What follows belongs to an exercise in optimizing a design on an open flow for small area; a production flow would make more cautious choices.
In this exercise RTL edits were held to simulation tests only and were not proved equivalent to the original.
Power figures rest on the tool's default switching activity, not on a simulated workload.

**flow/flow/run.sh**
```bash
#!/bin/bash
# Standard layout, with the port buffers made of the smallest buffer cell and clock tree
# synthesis without dummy loads. Each tool's full output stays in orfs/logs; make's own
# output goes to flow_make.log.
set -euo pipefail
cd "$(dirname "$0")/.."
bash standard.sh \
  BUFFER_PORTS_ARGS="-buffer_cell sky130_fd_sc_hd__buf_1" \
  CTS_ARGS="-sink_clustering_enable -repair_clock_nets -dont_use_dummy_load -buf_list sky130_fd_sc_hd__clkbuf_8" \
  finish > flow_make.log 2>&1
```
**flow/standard.sh**
```bash
#!/bin/bash
# synth_recipe.tcl (not shown) runs the flow's synth.tcl, then flattens the netlist and writes it again
# the make line also repeats each setting of config.mk as NAME=value (left out here)
make -C /OpenROAD-flow-scripts/flow DESIGN_CONFIG=/design/flow/config.mk WORK_HOME=/design/flow/orfs CLKGATE_MAP_FILE= SYNTH_SCRIPT=/design/flow/synth_recipe.tcl "${@:-finish}"
```
**flow/config.mk**
```make
export PLATFORM = sky130hd
export DESIGN_NAME = activation_stream_packer
export DESIGN_NICKNAME = activation_stream_packer
export VERILOG_FILES = /design/flow/design.v
export SDC_FILE = /design/flow/constraint.sdc
export NUM_CORES = 4
export LEC_CHECK = 0
export CAP_MARGIN = 20
export CORE_AREA = 5 5 295 295
export CTS_BUF_LIST = sky130_fd_sc_hd__clkbuf_8
export DIE_AREA = 0 0 300 300
export SLEW_MARGIN = 20
```
**flow/constraint.sdc**
```tcl
create_clock -name core_clock -period 5.0 [get_ports {clk}]
set_input_delay 1.0000 -clock core_clock [delete_from_list [all_inputs] [get_ports {clk}]]
set_output_delay 1.0000 -clock core_clock [all_outputs]
set_load 0.01 [all_outputs]
```
**flow/design.v**
```verilog
package activation_pkg;
    localparam int unsigned DATA_WIDTH  = 8;
    localparam int unsigned MATRIX_SIZE = 196;
    localparam logic [1:0] FUNC_RELU    = 2'b00;
    localparam logic [1:0] FUNC_SIGMOID = 2'b01;
    localparam logic [1:0] FUNC_TANH    = 2'b10;
    localparam logic [1:0] FUNC_SOFTMAX = 2'b11;
    typedef enum logic [1:0] {
        ST_IDLE  = 2'd0,
        ST_FILL  = 2'd1,
        ST_ISSUE = 2'd2
    } packer_state_t;
endpackage
module packer_fsm #(
    parameter int unsigned SLOTS     = 196,
    parameter int unsigned CNT_WIDTH = 8
) (
    input  logic                 clk,
    input  logic                 rst,
    input  logic                 cfg_valid,
    input  logic [31:0]          cfg_size,
    input  logic [1:0]           cfg_func,
    input  logic                 s_valid,
    input  logic                 s_last,
    output logic                 cfg_ready,
    output logic                 s_ready,
    output logic                 clr,        
    output logic                 wr_en,      
    output logic [CNT_WIDTH-1:0] count,
    output logic [CNT_WIDTH-1:0] size_q,
    output logic [1:0]           func_q,
    output logic                 valid_out,
    output logic                 busy,
    output logic                 err_len,
    output logic                 err_cfg
);
    logic st_fill;
    logic st_issue;
    logic idle;
    logic cfg_ok;
    logic cfg_hs;
    logic take;
    logic at_end;
    logic fin;
    logic [CNT_WIDTH-1:0] count_inc;
    assign idle      = !(st_fill || st_issue);
    assign cfg_ok    = (cfg_size[31:CNT_WIDTH] == '0) && (cfg_size[CNT_WIDTH-1:0] != '0) &&
                       (cfg_size[CNT_WIDTH-1:0] <= CNT_WIDTH'(SLOTS));
    assign cfg_hs    = cfg_valid && idle;
    assign take      = cfg_hs && cfg_ok;
    assign wr_en     = s_valid && st_fill;
    assign count_inc = count + CNT_WIDTH'(1);
    assign at_end    = (count_inc == size_q);
    assign fin       = wr_en && (at_end || s_last);
    assign clr       = rst || take;
    assign cfg_ready = idle;
    assign s_ready   = st_fill;
    assign valid_out = st_issue;
    assign busy      = !idle;
    always_ff @(posedge clk) begin
        if (rst) begin
            st_fill  <= 1'b0;
            st_issue <= 1'b0;
            size_q   <= '0;
            func_q   <= '0;
            err_len  <= 1'b0;
            err_cfg  <= 1'b0;
        end else begin
            st_fill  <= take || (st_fill && !fin);
            st_issue <= fin;
            if (take) begin
                size_q <= cfg_size[CNT_WIDTH-1:0];
                func_q <= cfg_func;
            end
            if (cfg_hs && !cfg_ok)             err_cfg <= 1'b1;
            if (wr_en && (s_last != at_end))   err_len <= 1'b1;
        end
    end
    always_ff @(posedge clk) begin
        if (!st_fill)   count <= '0;
        else if (s_valid) count <= count_inc;
    end
endmodule
module activation_stream_packer #(
    parameter int unsigned DATA_WIDTH  = activation_pkg::DATA_WIDTH,
    parameter int unsigned MATRIX_SIZE = activation_pkg::MATRIX_SIZE,
    parameter int unsigned CNT_WIDTH   = 8
) (
    input  logic                                clk,
    input  logic                                rst,
    input  logic                                cfg_valid,
    output logic                                cfg_ready,
    input  logic [31:0]                         cfg_size,
    input  logic [1:0]                          cfg_func,
    input  logic                                s_valid,
    output logic                                s_ready,
    input  logic [DATA_WIDTH-1:0]               s_data,
    input  logic                                s_last,
    output logic [MATRIX_SIZE*DATA_WIDTH-1:0]   matrix_out,
    output logic [31:0]                         matrix_size_out,
    output logic [1:0]                          func_sel_out,
    output logic                                valid_out,
    output logic                                busy,
    output logic                                err_len,
    output logic                                err_cfg
);
    logic                  clr;
    logic                  wr_en;
    logic [CNT_WIDTH-1:0]  count;
    logic [CNT_WIDTH-1:0]  size_q;
    logic                  keep;
    logic [DATA_WIDTH-1:0] din;
    logic [MATRIX_SIZE-1:0] sel;
    logic [MATRIX_SIZE*DATA_WIDTH-1:0] m_next;
    packer_fsm #(
        .SLOTS     (MATRIX_SIZE),
        .CNT_WIDTH (CNT_WIDTH)
    ) u_fsm (
        .clk       (clk),
        .rst       (rst),
        .cfg_valid (cfg_valid),
        .cfg_size  (cfg_size),
        .cfg_func  (cfg_func),
        .s_valid   (s_valid),
        .s_last    (s_last),
        .cfg_ready (cfg_ready),
        .s_ready   (s_ready),
        .clr       (clr),
        .wr_en     (wr_en),
        .count     (count),
        .size_q    (size_q),
        .func_q    (func_sel_out),
        .valid_out (valid_out),
        .busy      (busy),
        .err_len   (err_len),
        .err_cfg   (err_cfg)
    );
    assign matrix_size_out = {{(32-CNT_WIDTH){1'b0}}, size_q};
    assign keep = !clr;
    assign din  = rst ? '0 : s_data;
    always_comb begin
        for (int unsigned i = 0; i < MATRIX_SIZE; i++)
            sel[i] = wr_en && (count == CNT_WIDTH'(i));
    end
    always_comb begin
        for (int unsigned i = 0; i < MATRIX_SIZE; i++)
            for (int unsigned j = 0; j < DATA_WIDTH; j++)
                m_next[DATA_WIDTH*i+j] = (matrix_out[DATA_WIDTH*i+j] && keep) || (sel[i] && din[j]);
    end
    always_ff @(posedge clk) matrix_out <= m_next;
endmodule
```
==> results of run 1 <==
-- cells in the mapped netlist (all sizes together) --
cell type  number
mux2            1
nand2          64
o21ai           5
a211oi          1
nand4           3
and2            9
xor2            5
buf           218
nand4b          1
nor2           24
conb            1
and3           18
a22o          256
nor2b          17
nand2b          2
dfxtp        1590
or3             1
a21o            1
ha              5
nand3          71
a21oi           2
a31oi           3
nor3            5
and4            8
nor4            7
mux2i          11
o2bb2ai      1312
clkbuf        276
or4             2
a211o           1
a21boi          1
xnor2           8
o211ai          1
inv             4
a221o           1
nor3b           9
-- cells by family after synthesis --
group                      after synthesis
AOI/OAI and AO/OA                     1584
xor gates and xnor gates                13
adders and majority gates                5
buffers and inverters                  498
DFF                                   1590
muxes                                   12
other                                    1
and+or+nand+nor                        241
==> impl_metrics.csv, run 1 <==
group,metric,value,unit
status,outcome,"stopped before the end",
synth,ys_types,42,
floorplanning,die_w,300,µm
synth,seq_area_frac_synth,64.4,%
synth,synthMuxAreaShare,0.246,%
synth,synth_top_family_by_area,"compound AO/OA/AOI/OAI gates",
synth,yosys_warnings,2,
synth,synth_top_area_share,64.4,%
floorplanning,rows,106,
floorplanning,start_util,59.2,%
synth,synthAdderAreaFrac,0.127,%
synth,synth_compound_area_share,28.0,%
status,error,"[ERROR PPL-0024] Number of IO pins (1655) exceeds maximum number of available positions (1082). Increase the die perimeter from 1200.00um to 2250.80um.",
synth,yosys.area.top_type,"dfxtp_1",
synth,synth_area,49400,µm²
status,stop_stage,"3_2_place_iop",
synth,synth-simple-area-share,2.61,%
synth,synth_area_leaders,"dfxtp_1, o2bb2ai_1, a22o_1, clkbuf_1, buf_2",
synth,synth-seq-cells,1590,
floorplanning,fp.dieH,300,µm
synth,synthesis.instances,3944,
synth,synth_xor_area_share,0.230,%
synth,synth_area_per_cell,12.5,µm²
==> run 2, diff against run 1 <==
--- a/flow/flow/run.sh
+++ b/flow/flow/run.sh
@@ -8,3 +8,4 @@
   BUFFER_PORTS_ARGS="-buffer_cell sky130_fd_sc_hd__buf_1" \
   CTS_ARGS="-sink_clustering_enable -repair_clock_nets -dont_use_dummy_load -buf_list sky130_fd_sc_hd__clkbuf_8" \
+  PLACE_PINS_ARGS="-min_distance 1 -min_distance_in_tracks" \
   finish > flow_make.log 2>&1
==> impl_metrics.csv, run 2 <==
group,metric,value,unit
status,outcome,"no timing/DRC/antenna violations",
setup_path,critPathSlowestCell,"dfxtp_1",
timing,rsz0062_at_grt,"false",
setup_path,setup.worst_path.end_class,"register",
grt,first_global_vias,39600,
placed_design,port_buffers,1630,
floorplanning,design.core.area,83600,µm²
grt,grt_use_total,47.2,%
synth,synth_area_leaders,"dfxtp_1, o2bb2ai_1, a22o_1, clkbuf_1, buf_2",
synth,synth-seq-cells,1590,
timing,worst_pin_slew,1.20,ns
drt,ant_nets,0,
floorplanning,die_area,90000,µm²
setup_path,crit_type,"register to register",
drt,drc,0,
placed_design,routabilityCongestion,1.01,
synth,synthesis.instances,3944,
synth,synth_commonest_cells,"dfxtp_1, o2bb2ai_1, clkbuf_1",
setup_path,startpoint_type,"register",
final_layout,drive_above_1_share,6.47,%
drt,num_vias,43100,
synth,ys_types,42,
grt,grt_pass1_wl,311000,µm
synth,synth_area,49400,µm²
cts,htree_levels,4,
final_layout,mostFrequentLayoutCells,"buf_1, dfxtp_1, o2bb2ai_1, a22o_1, clkbuf_8",
drt,drt-total-wl,226000,µm
synth,synth_top_area_share,64.4,%
cts,post-cts-setup-buffers,0,
setup_path,crit_arrival,4.18,ns
cts,path_clk_slew,0.06,ns
cts,clk_path_buf_depth,3,
synth,yosysMostFrequentCell,"dfxtp_1",
pwr,p_leak,19.5,nW
floorplanning,rows,106,
cts,clk_latency,0.90,ns
timing,period_minus_slack,3.40,ns
setup_path,crit_buf_inv,1,
pwr,clkPwrFrac,39.4,%
drt,first_iter_violations,5213,
synth,synth-async-reset-ratio,0,%
timing,setup_viol,0,
floorplanning,fp.dieH,300,µm
job,maxCapViolCount,0,
timing,maxSlewHeadroom,20.0,%
floorplanning,start_util,59.2,%
setup_path,cp_top_family,"simple AND/OR/NAND/NOR gates",
final_layout,largest_reg_flops,1568,
final_layout,top_register,"matrix_out",
pwr,p_int,16.8,mW
setup_path,r2r_slack,1.60,ns
synth,seq_area_frac_synth,64.4,%
cts,cts_buffers,233,
timing,hold_viol_final,0,
pwr,combinationalPowerShare,1.7,%
min_path,hold_class,"input port to register",
floorplanning,die_w,300,µm
pwr,p_total,21.5,mW
placed_design,hpwl,152000,µm
drt,wl_per_cell,34.7,µm
setup_path,critPathMaxStageDelay,0.73,ns
timing,drv_slew,0,
timing,holdWs,0.422,ns
drt,dr.pass1.iters,6,
final_layout,top_regs,"matrix_out (1568), u_fsm.count (8), u_fsm.size_q (8)",
cts,root_buffer,"clkbuf_8",
pwr,sw_frac_of_total,21.9,%
timing,fin_setup_tns,0,ns
pwr,pwr_density_cell,364,nW/µm²
cts,clock-sinks,1590,
final_layout,syn_to_final_growth,19.8,%
pwr,vdd_drop_max,0.000244,V
grt,grt_max_degree,123,
synth,synth_area_per_cell,12.5,µm²
drt,via_per_inst,6.63,
synth,synth_edf_count,0,
pwr,seq_power_share,58.8,%
pwr,switchingPower,4.71,mW
synth,ys.flop_type,"dfxtp_1",
final_layout,final_nets,5462,
setup_path,worst-path-max-fanout,18,
synth,yosys.area.top_type,"dfxtp_1",
setup_path,crit_required,5.78,ns
cts,cts_hold_buf,0,
final_layout,layout_commonest_cell,"buf_1",
cts,cts_tree,"done",
grt,antenna_found_initial,11,
timing,post-route-period-util,67.9,%
grt,grt_overflow_total,0,
synth,yosys_warnings,2,
timing,skew,0.0765,ns
timing,fmax,295,MHz
floorplanning,boundaryPins,1655,
cts,cts_resized,0,
setup_path,crit_chain,"nor2b_2, buf_4, nor2b_1, nand2_1, o2bb2ai_1",
[run 2: cell counts after synthesis]
Identical to the previous run, type by type.
[run 2: kinds of logic after synthesis]
family	after synthesis	share of synthesized area, %
AND/OR/NAND/NOR	241	2.61
flip-flops	1590	64.4
multiplexers	12	0.246
XOR/XNOR	13	0.230
buffers and inverters	498	4.40
other	1	0.00759
adder cells (fa/ha/maj)	5	0.127
AO/OA/AOI/OAI	1584	28.0
[run 2: worst min-delay path: cells and delay by family]
| family | cells | cell delay, ns |
|---|---|---|
| buffers and inverters | 1 | 0.08 |
| and+or+nand+nor | 1 | 0.07 |
| muxes | 1 | 0.07 |
[run 2: cell type report]
| type | instances | area, µm² |
|---|---|---|
| Fill cell | 6463 | 24300 |
| Sequential cell | 1590 | 31800 |
| Clock buffer | 233 | 3210 |
| Inverter | 4 | 15.0 |
| Timing Repair Buffer | 1702 | 7010 |
| Multi-Input combinational cell | 1879 | 15800 |
| Tap cell | 1080 | 1350 |
| Antenna cell | 10 | 25.0 |
[run 2: power groups by stage]
| stage | Clock (mW) | Sequential, mW | Combinational, mW |
|---|---|---|---|
| final | 8.49 | 12.7 | 0.372 |
| after CTS | 8.49 | 12.7 | 0.358 |
| after detailed placement | 0 | 12.9 | 0.358 |
| after global routing | 9.08 | 12.7 | 0.387 |
| after floorplan | 0 | 12.9 | 0.256 |
| after global placement | 0 | 12.9 | 0.359 |
[run 2: final timing paths]
check	startpoint	end	cells after the start
worst min-delay path	cfg_func[0]	u_fsm.func_q[0]	3
worst max-delay path	u_fsm.count[4]	matrix_out[394]	5
worst min register to register	matrix_out[64]	matrix_out[64]	1
worst max register to register	u_fsm.count[4]	matrix_out[394]	5
[run 2: metal layers]
metal | GRT usage [%] | wire length [µm] | part of all wire (%) | vias up
met5 | 6.22 | 787 | 0.35 | -
met4 | 39.5 | 23400 | 10 | 20
met3 | 27.3 | 35900 | 16 | 858
met2 | 61.7 | 86900 | 39 | 3338
met1 | 54.4 | 78600 | 35 | 21000
li1 | - | - | - | 17900
[run 2: metrics by stage]
step	setup slack, ns	cells	cell area [µm²]	util (%)
after global routing	1.39	6497	59200	70.9
after global placement	1.22	6254	55900	67.0
final	1.60	6498	59200	70.9
after floorplan	2.39	3967	49500	-
after CTS	1.69	6488	59200	70.8
after detailed placement	1.16	6255	56000	67.0
==> run 3, diff against run 2 <==
--- a/flow/design.v
+++ b/flow/design.v
@@ -49,8 +49,8 @@
     assign cfg_hs    = cfg_valid && idle;
     assign take      = cfg_hs && cfg_ok;
-    assign wr_en     = s_valid && st_fill;
+    assign wr_en     = s_valid && st_fill && !rst;
     assign count_inc = count + CNT_WIDTH'(1);
     assign at_end    = (count_inc == size_q);
-    assign fin       = wr_en && (at_end || s_last);
+    assign fin       = s_valid && st_fill && (at_end || s_last);
     assign clr       = rst || take;
     assign cfg_ready = idle;
@@ -74,5 +74,5 @@
             end
             if (cfg_hs && !cfg_ok)             err_cfg <= 1'b1;
-            if (wr_en && (s_last != at_end))   err_len <= 1'b1;
+            if (s_valid && st_fill && (s_last != at_end)) err_len <= 1'b1;
         end
     end
@@ -110,5 +110,4 @@
     logic [CNT_WIDTH-1:0]  size_q;
     logic                  keep;
-    logic [DATA_WIDTH-1:0] din;
     logic [MATRIX_SIZE-1:0] sel;
     logic [MATRIX_SIZE*DATA_WIDTH-1:0] m_next;
@@ -138,5 +137,4 @@
     assign matrix_size_out = {{(32-CNT_WIDTH){1'b0}}, size_q};
     assign keep = !clr;
-    assign din  = rst ? '0 : s_data;
     always_comb begin
         for (int unsigned i = 0; i < MATRIX_SIZE; i++)
@@ -146,5 +144,5 @@
         for (int unsigned i = 0; i < MATRIX_SIZE; i++)
             for (int unsigned j = 0; j < DATA_WIDTH; j++)
-                m_next[DATA_WIDTH*i+j] = (matrix_out[DATA_WIDTH*i+j] && keep) || (sel[i] && din[j]);
+                m_next[DATA_WIDTH*i+j] = (matrix_out[DATA_WIDTH*i+j] && keep) || (sel[i] && s_data[j]);
     end
     always_ff @(posedge clk) matrix_out <= m_next;
--- a/flow/flow/run.sh
+++ b/flow/flow/run.sh
@@ -7,5 +7,6 @@
 bash standard.sh \
   BUFFER_PORTS_ARGS="-buffer_cell sky130_fd_sc_hd__buf_1" \
-  CTS_ARGS="-sink_clustering_enable -repair_clock_nets -dont_use_dummy_load -buf_list sky130_fd_sc_hd__clkbuf_8" \
-  PLACE_PINS_ARGS="-min_distance 1 -min_distance_in_tracks" \
+  CTS_ARGS="-sink_clustering_enable -repair_clock_nets -dont_use_dummy_load -buf_list sky130_fd_sc_hd__clkbuf_8 -sink_clustering_size 18 -sink_clustering_max_diameter 60" \
+  PLACE_PINS_ARGS="-min_distance 1 -min_distance_in_tracks -exclude left:144-156" \
+  PRE_IO_PLACEMENT_TCL="$PWD/flow/io_pre.tcl" \
   finish > flow_make.log 2>&1
==> flow/flow/io_pre.tcl (new file) <==
# Put the clock pin in the middle of the left edge, with no other pin within 6 um of it
# (place_pins below is given -exclude left:144-156), so its wiring has room.
place_pin -pin_name clk -layer met3 -location {0 150} -pin_size {0.8 0.3} -force_to_die_boundary
--- a/flow/config.mk
+++ b/flow/config.mk
@@ -6,7 +6,6 @@
 export NUM_CORES = 4
 export LEC_CHECK = 0
-export CAP_MARGIN = 20
+export CAP_MARGIN = 10
 export CORE_AREA = 5 5 295 295
-export CTS_BUF_LIST = sky130_fd_sc_hd__clkbuf_8
 export DIE_AREA = 0 0 300 300
-export SLEW_MARGIN = 20
+export SLEW_MARGIN = 10
==> impl_metrics.csv, run 3 <==
group,metric,value,unit
status,outcome,"no timing/DRC/antenna violations",
cts,path_clk_slew,0.11,ns
synth,ys.flop_type,"dfxtp_1",
final_layout,design_area,57600,µm²
job,maxCapViolCount,0,
final_layout,layout_commonest_cell,"buf_1",
synth,synth_area,50100,µm²
timing,maxSlewHeadroom,15.7,%
drt,via_per_inst,6.59,
cts,cts_resized,0,
synth,synth_area_per_cell,12.7,µm²
placed_design,port_buffers,1630,
pwr,combinationalPowerShare,1.9,%
grt,grt_use_total,46.4,%
timing,worst_pin_slew,1.26,ns
pwr,p_leak,20.0,nW
synth,synth_area_leaders,"dfxtp_1, a22o_1, o2bb2ai_1, clkbuf_1, buf_6",
pwr,p_total,18.7,mW
placed_design,routabilityCongestion,0.993,
floorplanning,design.core.area,83600,µm²
timing,rsz0062_at_grt,"false",
final_layout,final_nets,5388,
final_layout,top_register,"matrix_out",
synth,seq_area_frac_synth,63.5,%
timing,holdWs,0.468,ns
synth,yosysMostFrequentCell,"dfxtp_1",
final_layout,top_regs,"matrix_out (1568), u_fsm.count (8), u_fsm.size_q (8)",
drt,drt-total-wl,224000,µm
setup_path,crit_arrival,3.92,ns
cts,root_buffer,"clkbuf_8",
pwr,pwr_density_cell,325,nW/µm²
synth,synth-async-reset-ratio,0,%
pwr,p_int,14.6,mW
timing,skew,0.0780,ns
final_layout,drive_above_1_share,5.72,%
pwr,clkPwrFrac,30.5,%
timing,fin_setup_tns,0,ns
floorplanning,start_util,60.0,%
setup_path,crit_required,5.63,ns
synth,yosys.area.top_type,"dfxtp_1",
timing,post-route-period-util,65.9,%
synth,synth-seq-cells,1590,
min_path,hold_class,"register to register",
pwr,seq_power_share,67.7,%
setup_path,worst-path-max-fanout,17,
drt,drc,0,
grt,antenna_found_initial,7,
timing,period_minus_slack,3.29,ns
cts,cts_tree,"done",
cts,cts_buffers,103,
cts,cts_hold_buf,0,
synth,synthesis.instances,3960,
min_path,hold_depth,1,
drt,wl_per_cell,34.9,µm
placed_design,dp_slack,1.37,ns
synth,synth_commonest_cells,"dfxtp_1, a22o_1, o2bb2ai_1",
floorplanning,die_w,300,µm
grt,grt_overflow_total,0,
cts,post-cts-setup-buffers,0,
timing,fin_ws,1.71,ns
floorplanning,boundaryPins,1654,
drt,num_vias,42400,
cts,htree_levels,3,
synth,synth_edf_count,0,
cts,clk_latency,0.77,ns
cts,clk_path_buf_depth,3,
floorplanning,rows,106,
timing,hold_viol_final,0,
setup_path,reg2reg_depth,4,
grt,grt_pass1_wl,306000,µm
final_layout,mostFrequentLayoutCells,"buf_1, dfxtp_1, a22o_1, o2bb2ai_1, clkbuf_8",
timing,setup_viol,0,
floorplanning,die_area,90000,µm²
final_layout,syn_to_final_growth,14.9,%
setup_path,startpoint_type,"register",
synth,yosys_warnings,2,
synth,ys_types,38,
placed_design,placed_area,56200,µm²
setup_path,crit_type,"register to register",
cts,clock-sinks,1590,
pwr,sw_frac_of_total,22.1,%
timing,drv_slew,0,
drt,ant_nets,0,
grt,grt_max_degree,173,
pwr,vdd_drop_max,0.000251,V
synth,synth_top_area_share,63.5,%
floorplanning,fp.dieH,300,µm
drt,dr.pass1.iters,6,
final_layout,largest_reg_flops,1568,
drt,first_iter_violations,5619,
pwr,switchingPower,4.14,mW
placed_design,hpwl,156000,µm
setup_path,setup.worst_path.end_class,"register",
timing,fmax,304,MHz
grt,first_global_vias,38100,
run 3: cell types whose count changed after synthesis, sizes merged, moves of 11 or more:
cell	change
a22o	+544
nor2	+53
and3	-16
nor3	+11
a21oi	+11
nand3	-18
o2bb2ai	-544
run 3: per-layer routing:
layer	routed length (µm)	part of all wire [%]	global-route usage, %	vias up
li1	-	-	-	17600
met1	77600	35	54.2	20800
met2	89800	40	64.0	3234
met3	34700	15	24.4	727
met4	21500	9.6	34.6	14
met5	377	0.17	2.81	-
run 3: worst paths after layout:
| path | from | endpoint | slack, ns |
|---|---|---|---|
| hold / removal | matrix_out[95] | matrix_out[95] | 0.47 |
| hold reg to reg | matrix_out[95] | matrix_out[95] | 0.47 |
| setup reg to reg | u_fsm.count[4] | matrix_out[915] | 1.71 |
| setup / recovery | u_fsm.count[4] | matrix_out[915] | 1.71 |
run 3: final cells by class:
type,count,area [µm²]
inverter,5,18.8
timing repair buffer,1745,7190
clock buffer,103,1420
multi-input combinational,1891,15800
antenna,8,20.0
tap,1080,1350
fill,6592,25900
sequential,1590,31800
run 3: logic make-up (layout without fill, tap and decap cells):
kind of cell | after synthesis | after routing | synth area share [%]
other | 1 | 32 | 0.00748
buffers and inverters | 502 | 1853 | 5.52
AO/OA/AOI/OAI | 1600 | 1600 | 28.2
flip-flops | 1590 | 1590 | 63.5
XOR/XNOR | 18 | 18 | 0.315
AND/OR/NAND/NOR | 243 | 243 | 2.27
adder cells (fa/ha/maj) | 5 | 5 | 0.125
multiplexers | 1 | 1 | 0.0200
run 3: power by group through the flow:
stage,Combinational [mW],Clock [mW],Sequential [mW]
after floorplan,0.304,0,12.9
after global placement,0.336,0,12.9
after detailed placement,0.333,0,12.9
after CTS,0.333,5.67,12.7
after global routing,0.359,6.17,12.7
final,0.347,5.70,12.7
run 3: through the flow:
stage | util (%) | std cells
floorplan | - | 3983
global placement | 67.2 | 6311
detailed placement | 67.2 | 6311
CTS | 68.9 | 6414
global route | 68.9 | 6416
finish | 68.9 | 6422
run 3: critical path, stage by stage, from the launching register on:
cell,delay (ns)
dfxtp_1,0.65
nand2b_1,0.53
nor2_1,0.78
nand2_1,0.80
o2bb2ai_1,0.39
==> run 4, diff against run 3 <==
--- a/flow/flow/run.sh
+++ b/flow/flow/run.sh
@@ -1,5 +1,7 @@
 #!/bin/bash
 # Standard layout, with the port buffers made of the smallest buffer cell and clock tree
-# synthesis without dummy loads. Each tool's full output stays in orfs/logs; make's own
+# synthesis without dummy loads, the clock pin
+# placed with room around it, and synthesis's larger gates swapped for drive-1 ones before
+# global placement. Each tool's full output stays in orfs/logs; make's own
 # output goes to flow_make.log.
 set -euo pipefail
@@ -10,3 +12,4 @@
   PLACE_PINS_ARGS="-min_distance 1 -min_distance_in_tracks -exclude left:144-156" \
   PRE_IO_PLACEMENT_TCL="$PWD/flow/io_pre.tcl" \
+  PRE_GLOBAL_PLACE_TCL="$PWD/flow/downsize.tcl" \
   finish > flow_make.log 2>&1
==> flow/flow/downsize.tcl (new file) <==
# Synthesis sizes some gates for speed the design does not need at this period. Swap every
# combinational gate for the drive-1 version of the same function; the repair steps that
# follow size up whatever then needs it.
set n_swapped 0
foreach inst [[ord::get_db_block] getInsts] {
  set name [[$inst getMaster] getName]
  if {![regexp {^(sky130_fd_sc_hd__([a-z0-9]+))_([0-9]+)$} $name -> base func drive]} { continue }
  if {$drive <= 1} { continue }
  if {[regexp {^(df|edf|sdf|dl|buf|clk|tap|conb|diode|fill|decap)} $func]} { continue }
  set small [[ord::get_db] findMaster ${base}_1]
  if {$small eq "NULL"} { continue }
  $inst swapMaster $small
  incr n_swapped
}
puts "downsize: swapped $n_swapped gates to drive 1"
==> impl_metrics.csv, run 4 <==
group,metric,value,unit
final_layout,largest_reg_flops,1568,
final_layout,top_regs,"matrix_out (1568), u_fsm.count (8), u_fsm.size_q (8)",
synth,synth_area,50100,µm²
grt,grt_pass1_wl,309000,µm
placed_design,port_buffers,1630,
timing,period_minus_slack,3.09,ns
setup_path,crit_buf_inv,3,
cts,path_clk_slew,0.10,ns
final_layout,syn_to_final_growth,14.1,%
min_path,hold_depth,1,
drt,dr.pass1.iters,7,
synth,synth_edf_count,0,
final_layout,design_area,57200,µm²
synth,synth_area_leaders,"dfxtp_1, a22o_1, o2bb2ai_1, clkbuf_1, buf_6",
timing,hold_viol_final,0,
final_layout,multi_input_area,15500,µm²
setup_path,crit_cells,8,
synth,yosysMostFrequentCell,"dfxtp_1",
grt,grt_max_degree,222,
synth,synth_top_area_share,63.5,%
setup_path,startpoint_type,"input port",
setup_path,critPathSlowestCell,"buf_12",
timing,maxSlewHeadroom,19.2,%
setup_path,worst-path-max-fanout,221,
cts,clock-sinks,1590,
floorplanning,die_area,90000,µm²
final_layout,top_register,"matrix_out",
synth,yosys_warnings,2,
job,maxCapViolCount,0,
drt,num_vias,42400,
floorplanning,boundaryPins,1654,
synth,synth_area_per_cell,12.7,µm²
cts,cts_hold_buf,0,
setup_path,critPathMaxStageDelay,0.71,ns
synth,seq_area_frac_synth,63.5,%
setup_path,crit_type,"input port to register",
cts,clk_latency,0.77,ns
synth,ys.flop_type,"dfxtp_1",
final_layout,mostFrequentLayoutCells,"buf_1, dfxtp_1, a22o_1, o2bb2ai_1, clkbuf_8",
cts,cts_buffers,106,
timing,skew,0.0703,ns
placed_design,dp_cells,6297,
pwr,pwr_density_cell,327,nW/µm²
setup_path,setup.worst_path.end_class,"register",
grt,first_global_vias,38100,
grt,grt_overflow_total,0,
drt,drc,0,
cts,post-cts-setup-buffers,0,
placed_design,routabilityCongestion,1.03,
floorplanning,rows,106,
setup_path,reg2reg_depth,6,
final_layout,layout_commonest_cell,"buf_1",
cts,clk_path_buf_depth,3,
timing,setup_viol,0,
timing,worst_pin_slew,1.21,ns
synth,yosys.area.top_type,"dfxtp_1",
final_layout,layoutNonFillerInstCount,6415,
pwr,p_leak,19.8,nW
final_layout,drive_above_1_share,4.58,%
timing,post-route-period-util,61.9,%
timing,fmax,323,MHz
drt,first_iter_violations,5665,
setup_path,cp_top_family,"buffers and inverters",
floorplanning,start_util,60.0,%
final_layout,regArea,31800,µm²
setup_path,crit_chain,"buf_1, nor3_1, nand3_1, and4_1, a21oi_4, buf_4, buf_12, a22o_1",
synth,synthesis.instances,3960,
drt,wl_per_cell,35.3,µm
final_layout,final_nets,5377,
setup_path,crit_arrival,3.78,ns
synth,synth-seq-cells,1590,
cts,cts_tree,"done",
setup_path,crit_required,5.69,ns
cts,root_buffer,"clkbuf_8",
placed_design,placed_area,55700,µm²
synth,ys_types,38,
cts,htree_levels,3,
final_layout,post-route-util,68.4,%
final_layout,n_fill_cell,6674,
grt,antenna_found_initial,8,
min_path,hold_class,"register to register",
status,outcome,"no timing/DRC/antenna violations",
synth,synth-async-reset-ratio,0,%
drt,drt-total-wl,226000,µm
drt,ant_nets,0,
pwr,vdd_drop_max,0.000277,V
floorplanning,fp.dieH,300,µm
synth,synth_commonest_cells,"dfxtp_1, a22o_1, o2bb2ai_1",
timing,fin_setup_tns,0,ns
timing,drv_slew,0,
cts,cts_resized,0,
timing,rsz0062_at_grt,"false",
floorplanning,design.core.area,83600,µm²
grt,grt_use_total,47.0,%
drt,via_per_inst,6.61,
placed_design,hpwl,156000,µm
floorplanning,die_w,300,µm
[run 4: path summary, 6_finish.rpt]
check                       from                to  slack [ns]
setup / recovery     cfg_size[3]  matrix_out[1334]        1.91
hold / removal    matrix_out[83]    matrix_out[83]        0.47
setup reg to reg  u_fsm.st_issue  matrix_out[1038]        1.95
hold reg to reg   matrix_out[83]    matrix_out[83]        0.47
[run 4: metal layers]
layer | global-route usage, % | vias to the layer above | part of all wire (%)
li1 | - | 17600 | -
met5 | 4.33 | - | 0.19
met3 | 25.8 | 798 | 16
met1 | 53.8 | 20700 | 34
met4 | 36.9 | 14 | 10
met2 | 64.6 | 3309 | 40
[run 4: through the flow]
stage	worst slack (ns)	power (mW)	hold slack, ns
finish	1.91	18.7	0.466
detailed placement	1.27	13.3	0.444
floorplan	2.27	13.3	0.491
global placement	1.30	13.3	0.442
CTS	2.05	18.7	0.455
global route	1.78	19.2	0.483
[run 4: cell families after synthesis]
kind of cell	count (synthesis)	share of synthesized area [%]
adders and majority gates	5	0.125
muxes	1	0.0200
buffers and inverters	502	5.52
xor gates and xnor gates	18	0.315
and+or+nand+nor	243	2.27
DFF	1590	63.5
other	1	0.00748
AOI/OAI and AO/OA	1600	28.2
[run 4: final cells by class]
cell class	count	area share (%)
Antenna cell	12	0.0525
Inverter	5	0.0328
Sequential cell	1590	55.7
Clock buffer	106	2.55
Multi-Input combinational cell	1891	27.1
Timing Repair Buffer	1731	12.2
Tap cell	1080	2.36
[run 4: report_power, final]
| group | total, mW | leakage, nW | switching, mW | internal [mW] |
|---|---|---|---|---|
| Combinational | 0.319 | 6.25 | 0.280 | 0.0386 |
| Sequential | 12.7 | 12.8 | 0.000313 | 12.7 |
| Clock | 5.75 | 0.762 | 3.85 | 1.90 |
| Total | 18.7 | 19.8 | 4.13 | 14.6 |
==> run 5, diff against run 4 <==
--- a/flow/design.v
+++ b/flow/design.v
@@ -105,11 +105,10 @@
     output logic                                err_cfg
 );
-    logic                  clr;
-    logic                  wr_en;
-    logic [CNT_WIDTH-1:0]  count;
-    logic [CNT_WIDTH-1:0]  size_q;
-    logic                  keep;
+    logic                   clr;
+    logic                   wr_en;
+    logic [CNT_WIDTH-1:0]   count;
+    logic [CNT_WIDTH-1:0]   size_q;
+    logic                   keep;
     logic [MATRIX_SIZE-1:0] sel;
-    logic [MATRIX_SIZE*DATA_WIDTH-1:0] m_next;
     packer_fsm #(
         .SLOTS     (MATRIX_SIZE),
@@ -137,13 +136,60 @@
     assign matrix_size_out = {{(32-CNT_WIDTH){1'b0}}, size_q};
     assign keep = !clr;
+    localparam int unsigned NLO = 16;
+    localparam int unsigned NHI = (MATRIX_SIZE + NLO - 1) / NLO;
+    logic [NLO-1:0] lo_n;
+    logic [NHI-1:0] hi_n;
+    packer_slot_predecoder #(
+        .NLO       (NLO),
+        .NHI       (NHI),
+        .CNT_WIDTH (CNT_WIDTH)
+    ) u_dec (
+        .wr_en (wr_en),
+        .count (count),
+        .lo_n  (lo_n),
+        .hi_n  (hi_n)
+    );
+    for (genvar i = 0; i < MATRIX_SIZE; i++) begin : g_slot
+        packer_slot #(
+            .DATA_WIDTH (DATA_WIDTH)
+        ) u_slot (
+            .clk  (clk),
+            .keep (keep),
+            .lo_n (lo_n[i % NLO]),
+            .hi_n (hi_n[i / NLO]),
+            .din  (s_data),
+            .q    (matrix_out[DATA_WIDTH*i +: DATA_WIDTH])
+        );
+    end
+endmodule
+module packer_slot_predecoder #(
+    parameter int unsigned NLO       = 16,
+    parameter int unsigned NHI       = 13,
+    parameter int unsigned CNT_WIDTH = 8
+) (
+    input  logic                 wr_en,
+    input  logic [CNT_WIDTH-1:0] count,
+    output logic [NLO-1:0]       lo_n,
+    output logic [NHI-1:0]       hi_n
+);
     always_comb begin
-        for (int unsigned i = 0; i < MATRIX_SIZE; i++)
-            sel[i] = wr_en && (count == CNT_WIDTH'(i));
+        for (int unsigned l = 0; l < NLO; l++)
+            lo_n[l] = !(count[3:0] == 4'(l));
+        for (int unsigned h = 0; h < NHI; h++)
+            hi_n[h] = !(wr_en && (count[CNT_WIDTH-1:4] == (CNT_WIDTH-4)'(h)));
     end
-    always_comb begin
-        for (int unsigned i = 0; i < MATRIX_SIZE; i++)
-            for (int unsigned j = 0; j < DATA_WIDTH; j++)
-                m_next[DATA_WIDTH*i+j] = (matrix_out[DATA_WIDTH*i+j] && keep) || (sel[i] && s_data[j]);
-    end
-    always_ff @(posedge clk) matrix_out <= m_next;
 endmodule
+module packer_slot #(
+    parameter int unsigned DATA_WIDTH = 8
+) (
+    input  logic                  clk,
+    input  logic                  keep,
+    input  logic                  lo_n,
+    input  logic                  hi_n,
+    input  logic [DATA_WIDTH-1:0] din,
+    output logic [DATA_WIDTH-1:0] q
+);
+    logic sel;
+    assign sel = !(lo_n || hi_n);
+    always_ff @(posedge clk) q <= (q & {DATA_WIDTH{keep}}) | (din & {DATA_WIDTH{sel}});
+endmodule
--- a/flow/flow/run.sh
+++ b/flow/flow/run.sh
@@ -3,5 +3,5 @@
 # synthesis without dummy loads, the clock pin
 # placed with room around it, and synthesis's larger gates swapped for drive-1 ones before
-# global placement. Each tool's full output stays in orfs/logs; make's own
+# global placement, and gates with slack to spare sized down after global routing. Each tool's full output stays in orfs/logs; make's own
 # output goes to flow_make.log.
 set -euo pipefail
@@ -13,3 +13,4 @@
   PRE_IO_PLACEMENT_TCL="$PWD/flow/io_pre.tcl" \
   PRE_GLOBAL_PLACE_TCL="$PWD/flow/downsize.tcl" \
+  RECOVER_POWER=100 \
   finish > flow_make.log 2>&1
--- a/flow/config.mk
+++ b/flow/config.mk
@@ -10,2 +10,4 @@
 export DIE_AREA = 0 0 300 300
 export SLEW_MARGIN = 10
+export SYNTH_HIERARCHICAL = 1
+export SYNTH_MINIMUM_KEEP_SIZE = 0
==> impl_metrics.csv, run 5 <==
group,metric,value,unit
pwr,seq_power_share,66.7,%
drt,num_vias,41800,
cts,htree_levels,3,
timing,period_minus_slack,4.10,ns
cts,path_clk_slew,0.11,ns
setup_path,critPathMaxStageDelay,1.28,ns
synth,synth_area_per_cell,13.7,µm²
drt,via_per_inst,6.52,
pwr,clkPwrFrac,30.1,%
cts,cts_hold_buf,0,
pwr,p_int,14.6,mW
synth,synth-seq-cells,1590,
setup_path,setup.worst_path.end_class,"register",
setup_path,worst-path-max-fanout,264,
synth,synthesis.instances,3742,
floorplanning,rows,106,
grt,antenna_found_initial,12,
timing,rsz0062_at_grt,"false",
synth,ys.flop_type,"dfxtp_1",
floorplanning,die_w,300,µm
drt,wl_per_cell,34.4,µm
synth,synth_top_area_share,62.2,%
floorplanning,die_area,90000,µm²
setup_path,startpoint_type,"register",
job,maxCapViolCount,6,
pwr,switchingPower,4.37,mW
timing,worst_pin_slew,1.90,ns
grt,grt_overflow_total,0,
cts,root_buffer,"clkbuf_8",
final_layout,layout_commonest_cell,"dfxtp_1",
final_layout,top_regs,"g_slot.u_slot.q (1568), u_fsm.count (8), u_fsm.size_q (8)",
drt,dr.pass1.iters,9,
grt,grt_max_degree,265,
cts,clk_path_buf_depth,3,
synth,synth_area,51200,µm²
setup_path,cp-startpoint,"u_fsm.st_fill",
drt,drc,0,
pwr,sw_frac_of_total,23.0,%
cts,cts_tree,"done",
timing,setup_viol,0,
timing,fmax,244,MHz
synth,synth-async-reset-ratio,0,%
cts,clock-sinks,1590,
placed_design,port_buffers,1630,
synth,synth_area_leaders,"dfxtp_1, a22o_1, buf_6, nor2_4, buf_4",
cts,post-cts-setup-buffers,0,
floorplanning,fp.dieH,300,µm
placed_design,hpwl,149000,µm
drt,drt-total-wl,220000,µm
pwr,combinationalPowerShare,3.2,%
grt,grt_use_total,45.7,%
final_layout,largest_reg_flops,1568,
setup_path,crit_required,5.68,ns
drt,ant_nets,0,
pwr,vdd_drop_max,0.000235,V
synth,yosys.area.top_type,"dfxtp_1",
timing,maxSlewHeadroom,-27.0,%
setup_path,critPathSlowestCell,"buf_6",
cts,cts_buffers,104,
placed_design,dp_cells,6288,
timing,skew,0.0635,ns
final_layout,n_fill_cell,6751,
synth,synth_commonest_cells,"dfxtp_1, a22o_1, buf_6",
min_path,hold_class,"register to register",
final_layout,syn_to_final_growth,10.9,%
timing,hold_viol_final,0,
setup_path,r2r_slack,0.90,ns
placed_design,routabilityCongestion,1.01,
grt,grt_pass1_wl,301000,µm
min_path,hp-start,"u_fsm.err_cfg",
synth,yosys_warnings,9,
floorplanning,start_util,61.3,%
pwr,pwr_density_cell,334,nW/µm²
setup_path,crit_type,"register to register",
synth,yosysMostFrequentCell,"dfxtp_1",
grt,first_global_vias,37700,
synth,synth_edf_count,0,
timing,post-route-period-util,82.0,%
drt,first_iter_violations,5312,
floorplanning,design.core.area,83600,µm²
final_layout,mostFrequentLayoutCells,"dfxtp_1, a22o_1, buf_1, clkbuf_1, nor2_1",
synth,seq_area_frac_synth,62.2,%
setup_path,r2r-start,"u_fsm.st_fill",
final_layout,top_register,"g_slot.u_slot.q",
cts,cts_resized,0,
setup_path,crit_arrival,4.78,ns
status,outcome,"failed layout checks",
cts,clk_latency,0.77,ns
final_layout,layoutNonFillerInstCount,6403,
status,failed_checks,"max-capacitance violations, max-slew violations",
synth,ys_types,40,
timing,fin_setup_tns,0,ns
setup_path,crit_chain,"nor2_1, and2_1, nand2_1, nand2b_1, clkinvlp_2, buf_4, buf_6, a22o_1",
pwr,p_total,19.0,mW
final_layout,drive_above_1_share,2.88,%
pwr,p_leak,21.2,nW
timing,drv_slew,829,
final_layout,final_nets,5363,
floorplanning,boundaryPins,1654,
## run 5: changes by cell type in the layout (fill, tap and decap cells not counted), moves of 27 or more
| cell | change |
|---|---|
| a22o_1 | +768 |
| buf_1 | -350 |
| buf_4 | -71 |
| clkbuf_1 | +345 |
| nand3_1 | -27 |
| nor2_1 | +136 |
| o2bb2ai_1 | -768 |
## run 5: kinds of logic after synthesis
group	synth area share, %
AO/OA/AOI/OAI	27.1
flip-flops	62.2
AND/OR/NAND/NOR	5.45
buffers and inverters	4.82
XOR/XNOR	0.291
multiplexers	0.0611
adder cells (fa/ha/maj)	0.0489
other	0.00733
## run 5: final timing paths
path	end	cells after the start
worst max-delay path	g_slot[176].u_slot.q[3]	8
worst min-delay path	u_fsm.err_cfg	2
worst max register to register	g_slot[176].u_slot.q[3]	8
worst min register to register	u_fsm.err_cfg	2
## run 5: layout make-up
class / instances / area [µm²] / share of cell area (%)
Multi-Input combinational cell: 1943 / 15500 / 27.3
Timing Repair Buffer: 1671 / 6630 / 11.7
Tap cell: 1080 / 1350 / 2.38
Antenna cell: 11 / 27.5 / 0.0485
Inverter: 4 / 16.3 / 0.0287
Sequential cell: 1590 / 31800 / 56.1
Clock buffer: 104 / 1430 / 2.52
## run 5: power groups by stage
stage / clock, mW / combinational, mW / sequential, mW
finish: 5.71 / 0.601 / 12.7
detailed placement: 0 / 0.583 / 12.9
global placement: 0 / 0.584 / 12.9
global route: 6.18 / 0.608 / 12.7
CTS: 5.70 / 0.582 / 12.7
floorplan: 0 / 0.416 / 12.9
## run 5: metrics by stage
step / worst slack (ns) / hold slack, ns / util [%] / cell area (µm²)
finish: 0.902 / 0.481 / 67.9 / 56800
global route: 0.750 / 0.489 / 67.9 / 56800
CTS: 1.59 / 0.468 / 68.0 / 56800
detailed placement: 0.949 / 0.458 / 66.3 / 55400
global placement: 1.05 / 0.453 / 66.3 / 55400
floorplan: -1.30 / 0.488 / - / 51300
## run 5: critical path, delay by kind of cell, from the launching register on
family	cells	cell delay, ns
AND/OR/NAND/NOR	4	0.81
flip-flops	1	0.67
buffers and inverters	3	1.95
AO/OA/AOI/OAI	1	0.34
## run 5: routing by layer
| metal | GRT usage [%] | part of all wire (%) | wire (µm) | vias up |
|---|---|---|---|---|
| met1 | 52.9 | 34 | 75500 | 20400 |
| met5 | 1.52 | 0.15 | 336 | - |
| met4 | 35.0 | 9.6 | 21200 | 10 |
| met2 | 63.2 | 40 | 88600 | 3136 |
| li1 | - | - | - | 17500 |
| met3 | 24.5 | 16 | 34400 | 758 |
==> run 6, diff against run 5 <==
--- a/flow/flow/run.sh
+++ b/flow/flow/run.sh
@@ -3,5 +3,5 @@
 # synthesis without dummy loads, the clock pin
 # placed with room around it, and synthesis's larger gates swapped for drive-1 ones before
-# global placement, and gates with slack to spare sized down after global routing. Each tool's full output stays in orfs/logs; make's own
+# global placement. Each tool's full output stays in orfs/logs; make's own
 # output goes to flow_make.log.
 set -euo pipefail
@@ -13,4 +13,3 @@
   PRE_IO_PLACEMENT_TCL="$PWD/flow/io_pre.tcl" \
   PRE_GLOBAL_PLACE_TCL="$PWD/flow/downsize.tcl" \
-  RECOVER_POWER=100 \
   finish > flow_make.log 2>&1
--- a/flow/config.mk
+++ b/flow/config.mk
@@ -6,8 +6,8 @@
 export NUM_CORES = 4
 export LEC_CHECK = 0
-export CAP_MARGIN = 10
+export CAP_MARGIN = 0
 export CORE_AREA = 5 5 295 295
 export DIE_AREA = 0 0 300 300
-export SLEW_MARGIN = 10
+export SLEW_MARGIN = 0
 export SYNTH_HIERARCHICAL = 1
 export SYNTH_MINIMUM_KEEP_SIZE = 0
==> impl_metrics.csv, run 6 <==
group,metric,value,unit
min_path,hold_class,"register to register",
pwr,p_leak,21.2,nW
floorplanning,fp.dieH,300,µm
synth,ys_types,40,
timing,rsz0062_at_grt,"false",
cts,clock-sinks,1590,
final_layout,mostFrequentLayoutCells,"buf_1, dfxtp_1, a22o_1, nor2_1, clkbuf_8",
setup_path,critPathSlowestCell,"a22o_1",
synth,synth_commonest_cells,"dfxtp_1, a22o_1, buf_6",
synth,ys.flop_type,"dfxtp_1",
final_layout,layout_commonest_cell,"buf_1",
cts,root_buffer,"clkbuf_8",
drt,first_iter_violations,5381,
cts,path_clk_slew,0.11,ns
cts,cts_buffers,104,
setup_path,worst-path-max-fanout,251,
drt,via_per_inst,6.58,
drt,drt-total-wl,221000,µm
status,outcome,"no timing/DRC/antenna violations",
timing,period_minus_slack,3.54,ns
timing,fin_setup_tns,0,ns
drt,drc,0,
cts,cts_resized,0,
synth,synth_area_per_cell,13.7,µm²
pwr,p_int,14.6,mW
floorplanning,rows,106,
final_layout,regArea,31800,µm²
setup_path,setup.worst_path.end_class,"register",
floorplanning,die_area,90000,µm²
cts,post-cts-setup-buffers,0,
timing,fin_ws,1.46,ns
drt,num_vias,42100,
synth,synth_area_leaders,"dfxtp_1, a22o_1, buf_6, nor2_4, buf_4",
final_layout,final_nets,5363,
synth,yosysMostFrequentCell,"dfxtp_1",
synth,yosys_warnings,9,
grt,first_global_vias,37700,
cts,cts_hold_buf,0,
setup_path,startpoint_type,"input port",
placed_design,port_buffers,1630,
timing,setup_viol,0,
final_layout,top_regs,"g_slot.u_slot.q (1568), u_fsm.count (8), u_fsm.size_q (8)",
placed_design,routabilityCongestion,1.01,
setup_path,critPathMaxStageDelay,0.47,ns
pwr,switchingPower,4.38,mW
setup_path,crit_required,5.65,ns
timing,skew,0.0626,ns
setup_path,crit_type,"input port to register",
final_layout,top_register,"g_slot.u_slot.q",
placed_design,hpwl,149000,µm
placed_design,placed_area,55400,µm²
timing,drv_slew,0,
grt,grt_use_total,45.7,%
cts,clk_latency,0.77,ns
cts,htree_levels,3,
setup_path,crit_arrival,4.19,ns
setup_path,worst_path_most_repeated_cell,"buf_4",
synth,synth-seq-cells,1590,
final_layout,syn_to_final_growth,11.0,%
synth,synth-async-reset-ratio,0,%
pwr,vdd_drop_max,0.000238,V
synth,seq_area_frac_synth,62.2,%
floorplanning,boundaryPins,1654,
synth,synth_area,51200,µm²
timing,maxSlewHeadroom,9.96,%
synth,yosys.area.top_type,"dfxtp_1",
timing,post-route-period-util,70.8,%
timing,hold_viol_final,0,
placed_design,dp_slack,0.949,ns
cts,clk_path_buf_depth,3,
floorplanning,die_w,300,µm
final_layout,n_fill_cell,6743,
synth,synth_top_area_share,62.2,%
drt,dr.pass1.iters,6,
drt,ant_nets,0,
pwr,seq_power_share,66.7,%
final_layout,drive_above_1_share,3.01,%
setup_path,crit_chain,"buf_1, nor4_1, nand4_1, nor4_2, buf_4, nand2_1, nand2b_1, clkinvlp_4, buf_4, buf_12, a22o_1",
floorplanning,design.core.area,83600,µm²
job,maxCapViolCount,0,
synth,synth_edf_count,0,
floorplanning,start_util,61.3,%
pwr,combinationalPowerShare,3.2,%
pwr,pwr_density_cell,334,nW/µm²
grt,grt_max_degree,265,
drt,wl_per_cell,34.5,µm
final_layout,design_area,56800,µm²
cts,cts_tree,"done",
grt,grt_pass1_wl,301000,µm
timing,worst_pin_slew,1.35,ns
grt,grt_overflow_total,0,
synth,synthesis.instances,3742,
pwr,sw_frac_of_total,23.1,%
timing,fmax,283,MHz
pwr,clkPwrFrac,30.1,%
final_layout,multi_input_area,15500,µm²
grt,antenna_found_initial,12,
final_layout,largest_reg_flops,1568,
## run 6: path summary, 6_finish.rpt
path / from / to / slack [ns] / depth (start not counted)
worst max-delay path: cfg_size[9] / g_slot[175].u_slot.q[5] / 1.46 / 11
worst min-delay path: g_slot[74].u_slot.q[5] / g_slot[74].u_slot.q[5] / 0.48 / 1
worst max register to register: u_fsm.st_fill / g_slot[80].u_slot.q[1] / 1.48 / 8
worst min register to register: g_slot[74].u_slot.q[5] / g_slot[74].u_slot.q[5] / 0.48 / 1
## run 6: per-layer routing
layer | part of all wire [%] | up-vias | GRT usage [%] | wire, µm
li1 | - | 17500 | - | -
met1 | 35 | 20600 | 52.9 | 76300
met2 | 40 | 3219 | 63.2 | 88400
met3 | 16 | 773 | 24.5 | 34600
met4 | 9.7 | 6 | 35.0 | 21500
met5 | 0.086 | - | 1.52 | 191
## run 6: area by class of cell
| type | instances | share of cell area, % |
|---|---|---|
| antenna | 11 | 0.0484 |
| clock buffer | 104 | 2.52 |
| inverter | 4 | 0.0330 |
| multi-input combinational | 1943 | 27.2 |
| sequential | 1590 | 56.0 |
| tap | 1080 | 2.38 |
| timing repair buffer | 1671 | 11.8 |
## run 6: logic make-up after synthesis
logic type	count (synthesis)	share of synthesized area [%]
other	1	0.00733
AOI/OAI and AO/OA	1599	27.1
adders and majority gates	2	0.0489
xor gates and xnor gates	17	0.291
DFF	1590	62.2
buffers and inverters	232	4.82
muxes	3	0.0611
and+or+nand+nor	298	5.45
## run 6: stage by stage
stage	hold slack, ns	util [%]	instances	power [mW]
after floorplan	0.488	-	3765	13.4
after global placement	0.453	66.3	6288	13.5
after detailed placement	0.458	66.3	6288	13.5
after CTS	0.468	68.0	6392	18.9
after global routing	0.489	68.0	6402	19.5
final	0.484	68.0	6403	19.0
## run 6: worst max-delay path, delay by kind of cell
family | cells | cell delay, ns
compound gates | 1 | 0.47
simple gates | 5 | 1.27
buf+inv | 5 | 1.09
## run 6: power by group through the flow
stage	Clock [mW]	Combinational (mW)	Sequential, mW
6_report	5.71	0.607	12.7
4_1_cts	5.70	0.582	12.7
5_1_grt	6.18	0.613	12.7
2_1_floorplan	0	0.416	12.9
3_3_place_gp	0	0.584	12.9
3_5_place_dp	0	0.583	12.9
==> run 7, diff against run 6 <==
--- a/flow/config.mk
+++ b/flow/config.mk
@@ -6,8 +6,8 @@
 export NUM_CORES = 4
 export LEC_CHECK = 0
-export CAP_MARGIN = 0
+export CAP_MARGIN = 10
 export CORE_AREA = 5 5 295 295
 export DIE_AREA = 0 0 300 300
-export SLEW_MARGIN = 0
+export SLEW_MARGIN = 10
 export SYNTH_HIERARCHICAL = 1
 export SYNTH_MINIMUM_KEEP_SIZE = 0
==> impl_metrics.csv, run 7 <==
group,metric,value,unit
final_layout,final_nets,5363,
drt,drc,0,
timing,period_minus_slack,3.54,ns
timing,fmax,283,MHz
cts,cts_tree,"done",
timing,rsz0062_at_grt,"false",
drt,via_per_inst,6.58,
timing,hold_viol_final,0,
cts,root_buffer,"clkbuf_8",
synth,synth_edf_count,0,
grt,gr-max-usage-layer,"met2",
placed_design,port_buffers,1630,
final_layout,largest_reg_flops,1568,
min_path,hp-start,"g_slot[74].u_slot.q[5]",
drt,num_vias,42100,
floorplanning,die_area,90000,µm²
synth,yosys.area.top_type,"dfxtp_1",
grt,grt_use_total,45.7,%
job,maxCapViolCount,0,
setup_path,r2r-start,"u_fsm.st_fill",
synth,synth-async-reset-ratio,0,%
drt,wl_per_cell,34.5,µm
grt,grt_pass1_wl,301000,µm
floorplanning,boundaryPins,1654,
cts,cts_hold_buf,0,
setup_path,reg2reg_depth,8,
synth,ys_types,40,
placed_design,placed_area,55400,µm²
timing,fin_setup_tns,0,ns
synth,ys.flop_type,"dfxtp_1",
synth,synthesis.instances,3742,
synth,seq_area_frac_synth,62.2,%
final_layout,layoutNonFillerInstCount,6403,
status,outcome,"no timing/DRC/antenna violations",
floorplanning,die_w,300,µm
pwr,p_leak,21.2,nW
synth,synth-seq-cells,1590,
timing,post-route-period-util,70.8,%
cts,clock-sinks,1590,
setup_path,worst-path-max-fanout,251,
min_path,hold_class,"register to register",
grt,first_global_vias,37700,
grt,grt_max_degree,265,
floorplanning,fp.dieH,300,µm
setup_path,r2r_slack,1.48,ns
final_layout,n_fill_cell,6743,
final_layout,drive_above_1_share,3.01,%
final_layout,mostFrequentLayoutCells,"buf_1, dfxtp_1, a22o_1, nor2_1, clkbuf_8",
timing,skew,0.0626,ns
placed_design,dp_cells,6288,
min_path,hold_path_end,"g_slot[74].u_slot.q[5]",
grt,grtUsageMet3,24.5,%
cts,clk_latency,0.77,ns
timing,maxSlewHeadroom,9.96,%
drt,ant_nets,0,
placed_design,hpwl,149000,µm
synth,synth_area_leaders,"dfxtp_1, a22o_1, buf_6, nor2_4, buf_4",
drt,dr.pass1.iters,6,
synth,synth_commonest_cells,"dfxtp_1, a22o_1, buf_6",
cts,path_clk_slew,0.11,ns
min_path,hold_depth,1,
grt,use_met2,63.2,%
pwr,vdd_drop_max,0.000238,V
placed_design,routabilityCongestion,1.01,
setup_path,r2r-end,"g_slot[80].u_slot.q[1]",
synth,yosys_warnings,9,
cts,htree_levels,3,
final_layout,layout_commonest_cell,"buf_1",
floorplanning,design.core.area,83600,µm²
cts,cts_resized,0,
grt,antenna_found_initial,12,
synth,yosysMostFrequentCell,"dfxtp_1",
cts,post-cts-setup-buffers,0,
timing,drv_slew,0,
floorplanning,rows,106,
synth,synth_area,51200,µm²
grt,grt_overflow_total,0,
final_layout,design_area,56800,µm²
final_layout,top_regs,"g_slot.u_slot.q (1568), u_fsm.count (8), u_fsm.size_q (8)",
drt,first_iter_violations,5381,
drt,drt-total-wl,221000,µm
setup_path,crit_type,"input port to register",
final_layout,syn_to_final_growth,11.0,%
cts,clk_path_buf_depth,3,
cts,cts_buffers,104,
pwr,pwr_density_cell,334,nW/µm²
setup_path,crit_arrival,4.19,ns
floorplanning,start_util,61.3,%
setup_path,startpoint_type,"input port",
grt,grtUsageMet1,52.9,%
final_layout,top_register,"g_slot.u_slot.q",
timing,setup_viol,0,
synth,synth_area_per_cell,13.7,µm²
setup_path,crit_required,5.65,ns
setup_path,setup.worst_path.end_class,"register",
timing,worst_pin_slew,1.35,ns
synth,synth_top_area_share,62.2,%
[run 7: cell counts in the layout (fill, tap and decap cells not counted)]
No cell type changed its count.
[run 7: power breakdown]
| part | total (mW) | internal [mW] | switching [mW] |
|---|---|---|---|
| Sequential | 12.7 | 12.7 | 0.000265 |
| Combinational | 0.607 | 0.0771 | 0.530 |
| Clock | 5.71 | 1.87 | 3.85 |
[run 7: worst max-delay path, stage by stage]
cell and delay, ns:
buf_1 0.07, nor4_1 0.32, nand4_1 0.45, nor4_2 0.27
buf_4 0.21, nand2_1 0.09, nand2b_1 0.14, clkinvlp_4 0.14
buf_4 0.34, buf_12 0.33, a22o_1 0.47
[run 7: per-stage QoR]
step / hold slack, ns / util [%] / power (mW) / setup WS (ns)
after floorplan: 0.488 / - / 13.4 / -1.30
after detailed placement: 0.458 / 66.3 / 13.5 / 0.949
final: 0.484 / 68.0 / 19.0 / 1.46
after global routing: 0.489 / 68.0 / 19.5 / 1.35
after global placement: 0.453 / 66.3 / 13.5 / 1.05
after CTS: 0.468 / 68.0 / 18.9 / 1.59
[run 7: cell families after synthesis]
logic type                 after synthesis  synth area share (%)
xor gates and xnor gates                17                 0.291
DFF                                   1590                  62.2
other                                    1               0.00733
muxes                                    3                0.0611
AOI/OAI and AO/OA                     1599                  27.1
buffers and inverters                  232                  4.82
adders and majority gates                2                0.0489
and+or+nand+nor                        298                  5.45
[run 7: layout make-up]
cell class | count | area (µm²) | area share, %
Sequential cell | 1590 | 31800 | 56.0
Tap cell | 1080 | 1350 | 2.38
Antenna cell | 11 | 27.5 | 0.0484
Timing Repair Buffer | 1671 | 6680 | 11.8
Inverter | 4 | 18.8 | 0.0330
Multi-Input combinational cell | 1943 | 15500 | 27.2
Clock buffer | 104 | 1430 | 2.52
[run 7: metal layers]
metal  up-vias  routed length (µm)
li1      17500                   -
met5         -                 191
met1     20600               76300
met3       773               34600
met2      3219               88400
met4         6               21500
[run 7: worst max path at each step]
| stage | endpoint | startpoint | cells after the start | slack [ns] |
|---|---|---|---|---|
| 2_1_floorplan | g_slot[10].u_slot.q[5] | cfg_size[15] | 8 | -1.30 |
| 3_3_place_gp | g_slot[12].u_slot.q[5] | cfg_size[29] | 11 | 1.05 |
| 3_5_place_dp | g_slot[116].u_slot.q[2] | s_valid | 7 | 0.95 |
| 4_1_cts | g_slot[5].u_slot.q[7] | u_fsm.st_fill | 8 | 1.59 |
| 5_1_grt | g_slot[5].u_slot.q[7] | u_fsm.st_fill | 8 | 1.35 |
| 6_report | g_slot[175].u_slot.q[5] | cfg_size[9] | 11 | 1.46 |
==> run 8, diff against run 7 <==
--- a/flow/flow/downsize.tcl
+++ b/flow/flow/downsize.tcl
@@ -14,2 +14,6 @@
 }
 puts "downsize: swapped $n_swapped gates to drive 1"
+
+# Global placement is not timing driven here, so it does not remove synthesis's buffers
+# itself; remove them before the port buffers go in, and let repair_design buffer afterwards.
+remove_buffers
--- a/flow/config.mk
+++ b/flow/config.mk
@@ -9,4 +9,5 @@
 export CORE_AREA = 5 5 295 295
 export DIE_AREA = 0 0 300 300
+export GPL_TIMING_DRIVEN = 0
 export SLEW_MARGIN = 10
 export SYNTH_HIERARCHICAL = 1
==> impl_metrics.csv, run 8 <==
group,metric,value,unit
setup_path,crit_arrival,5.18,ns
synth,yosys_warnings,9,
synth,synth_area_per_cell,13.7,µm²
grt,grt_use_total,46.1,%
cts,root_buffer,"clkbuf_8",
cts,clock-sinks,1590,
synth,seq_area_frac_synth,62.2,%
cts,clk_path_buf_depth,3,
drt,drt-total-wl,222000,µm
floorplanning,boundaryPins,1654,
grt,grt_overflow_total,0,
timing,holdWs,0.473,ns
cts,htree_levels,3,
synth,ys_types,40,
synth,synth-async-reset-ratio,0,%
synth,synthesis.instances,3742,
final_layout,top_register,"g_slot.u_slot.q",
pwr,p_leak,21.9,nW
final_layout,mostFrequentLayoutCells,"buf_1, dfxtp_1, a22o_1, nor2_1, clkbuf_8",
timing,period_minus_slack,4.57,ns
synth,synth-seq-cells,1590,
final_layout,drive_above_1_share,4.17,%
synth,synth_edf_count,0,
synth,ys.flop_type,"dfxtp_1",
grt,grtUsageMet1,53.3,%
synth,yosysMostFrequentCell,"dfxtp_1",
placed_design,port_buffers,1630,
final_layout,layout_commonest_cell,"buf_1",
timing,drv_slew,0,
synth,synth_top_area_share,62.2,%
synth,synth_area_leaders,"dfxtp_1, a22o_1, buf_6, nor2_4, buf_4",
cts,cts_tree,"done",
cts,cts_hold_buf,0,
cts,cts_resized,0,
timing,worst_pin_slew,1.32,ns
floorplanning,die_w,300,µm
min_path,hold_class,"register to register",
floorplanning,fp.dieH,300,µm
final_layout,top_regs,"g_slot.u_slot.q (1568), u_fsm.count (8), u_fsm.size_q (8)",
final_layout,n_fill_cell,6478,
setup_path,startpoint_type,"input port",
floorplanning,design.core.area,83600,µm²
grt,antenna_found_initial,11,
grt,use_met2,63.3,%
drt,drc,0,
grt,gr-max-usage-layer,"met2",
floorplanning,die_area,90000,µm²
floorplanning,start_util,61.3,%
timing,fmax,219,MHz
grt,grt_pass1_wl,305000,µm
timing,maxSlewHeadroom,11.9,%
job,maxCapViolCount,0,
timing,skew,0.0649,ns
cts,post-cts-setup-buffers,0,
grt,grt_max_degree,55,
pwr,pwr_density_cell,328,nW/µm²
placed_design,hpwl,159000,µm
synth,synth_area,51200,µm²
floorplanning,rows,106,
placed_design,routabilityCongestion,0.959,
pwr,p_total,19.1,mW
setup_path,worst-path-max-fanout,51,
grt,first_global_vias,38500,
pwr,vdd_drop_max,0.000262,V
setup_path,crit_type,"input port to register",
final_layout,syn_to_final_growth,14.0,%
drt,first_iter_violations,5024,
drt,ant_nets,0,
cts,clk_latency,0.75,ns
final_layout,final_nets,5424,
grt,grtUsageMet3,24.8,%
timing,post-route-period-util,91.5,%
synth,synth_commonest_cells,"dfxtp_1, a22o_1, buf_6",
final_layout,largest_reg_flops,1568,
drt,via_per_inst,6.55,
final_layout,post-route-util,69.8,%
cts,cts_buffers,105,
drt,num_vias,42300,
drt,wl_per_cell,34.4,µm
setup_path,setup.worst_path.end_class,"register",
synth,yosys.area.top_type,"dfxtp_1",
status,outcome,"no timing/DRC/antenna violations",
timing,hold_viol_final,0,
timing,rsz0062_at_grt,"false",
cts,path_clk_slew,0.08,ns
drt,dr.pass1.iters,6,
setup_path,crit_required,5.61,ns
timing,setup_viol,0,
[run 8: cell counts after synthesis]
Identical to the previous run, type by type.
[run 8: kinds of logic (layout without fill, tap and decap cells)]
kind of cell | Yosys count | in the layout | share of synthesized area (%)
AOI/OAI and AO/OA | 1599 | 1599 | 27.1
adders and majority gates | 2 | 2 | 0.0489
and+or+nand+nor | 298 | 298 | 5.45
xor gates and xnor gates | 17 | 17 | 0.291
buffers and inverters | 232 | 1840 | 4.82
DFF | 1590 | 1590 | 62.2
other | 1 | 34 | 0.00733
muxes | 3 | 3 | 0.0611
[run 8: layout make-up]
cell class	instances	area, µm²	area share, %
sequential	1590	31800	54.6
multi-input combinational	1943	15500	26.5
timing repair buffer	1731	8190	14.0
clock buffer	105	1450	2.48
tap	1080	1350	2.32
antenna	10	25.0	0.0429
inverter	4	18.8	0.0322
[run 8: stage by stage]
step	setup WS (ns)	cells	instance area (µm²)	TNS (ns)
after global placement	-23.03	6247	54800	-
after global routing	0.112	6462	58300	0
after detailed placement	-0.258	6348	56900	-27.76
final	0.426	6463	58300	0
after CTS	0.522	6453	58300	0
after floorplan	-1.30	3765	51300	-2002.14
[run 8: critical path: stages]
cell and delay, ns:
buf_1 0.09, nor4_1 0.32, nand4_1 0.40, nor4_2 0.81, nand2_1 0.17, nand2b_1 0.17, clkinvlp_4 0.65, buf_12 0.44
buf_12 0.20, buf_12 0.20, buf_12 0.20, buf_12 0.20, a22o_1 0.25
[run 8: final timing paths]
| path | from | end | slack (ns) | cells after the start |
|---|---|---|---|---|
| worst max register to register | u_fsm.st_fill | g_slot[16].u_slot.q[6] | 0.81 | 6 |
| worst min-delay path | u_fsm.err_len | u_fsm.err_len | 0.47 | 2 |
| worst min register to register | u_fsm.err_len | u_fsm.err_len | 0.47 | 2 |
| worst max-delay path | cfg_size[8] | g_slot[9].u_slot.q[5] | 0.43 | 13 |
[run 8: metal layers]
layer / vias up / share of wire, % / routed length (µm)
met3: 785 / 15 / 34000
li1: 17700 / - / -
met1: 20800 / 35 / 77600
met5: - / 0.14 / 307
met2: 3083 / 40 / 88700
met4: 10 / 9.8 / 21800
[run 8: power breakdown]
| group | total (mW) | switching (mW) | internal (mW) |
|---|---|---|---|
| clock | 5.74 | 3.86 | 1.88 |
| combinational | 0.742 | 0.554 | 0.188 |
| sequential | 12.7 | 0.000334 | 12.7 |
| total | 19.1 | 4.41 | 14.7 |

[separate check: timing with driven ports]
Ports are ideal in the flow. The routed layouts listed here were re-timed in OpenROAD. Step 1: set_driving_cell puts a clkbuf_16 on clk and a buf_2 on each other input, an assumption about the parent block. Step 2 moves the port delays by t, midway between the first and last clock arrival at a register: inputs arrive t later, outputs are due t later. That takes back most of the time a late clock gives input paths. Slacks: ideal / step 1 / step 2; pairs: ideal / step 1.
run | t, ns | slack for setup (ns) | hold WS [ns] | worst setup path at the end | latest minus earliest clock arrival (ns)
run 2 | 0.935 | 1.605 / 1.605 / 1.003 | 0.422 / 0.390 / 0.459 | input to register | 0.077 / 0.077
run 3 | 0.774 | 1.707 / 1.707 / 1.150 | 0.468 / 0.468 / 0.468 | input to register | 0.092 / 0.092
run 4 | 0.769 | 1.905 / 1.931 / 1.161 | 0.466 / 0.466 / 0.466 | input to register | 0.092 / 0.091
run 5 | 0.774 | 0.902 / 0.902 / 0.203 | 0.481 / 0.481 / 0.481 | input to register | 0.088 / 0.088
run 6 | 0.776 | 1.461 / 1.423 / 0.647 | 0.484 / 0.484 / 0.484 | input to register | 0.085 / 0.085
run 7 | 0.776 | 1.461 / 1.423 / 0.647 | 0.484 / 0.484 / 0.484 | input to register | 0.085 / 0.085
run 8 | 0.775 | 0.426 / 0.451 / -0.325 | 0.473 / 0.473 / 0.473 | input to register | 0.079 / 0.079
Met with ideal ports but missed after step 2: setup timing in run 8.
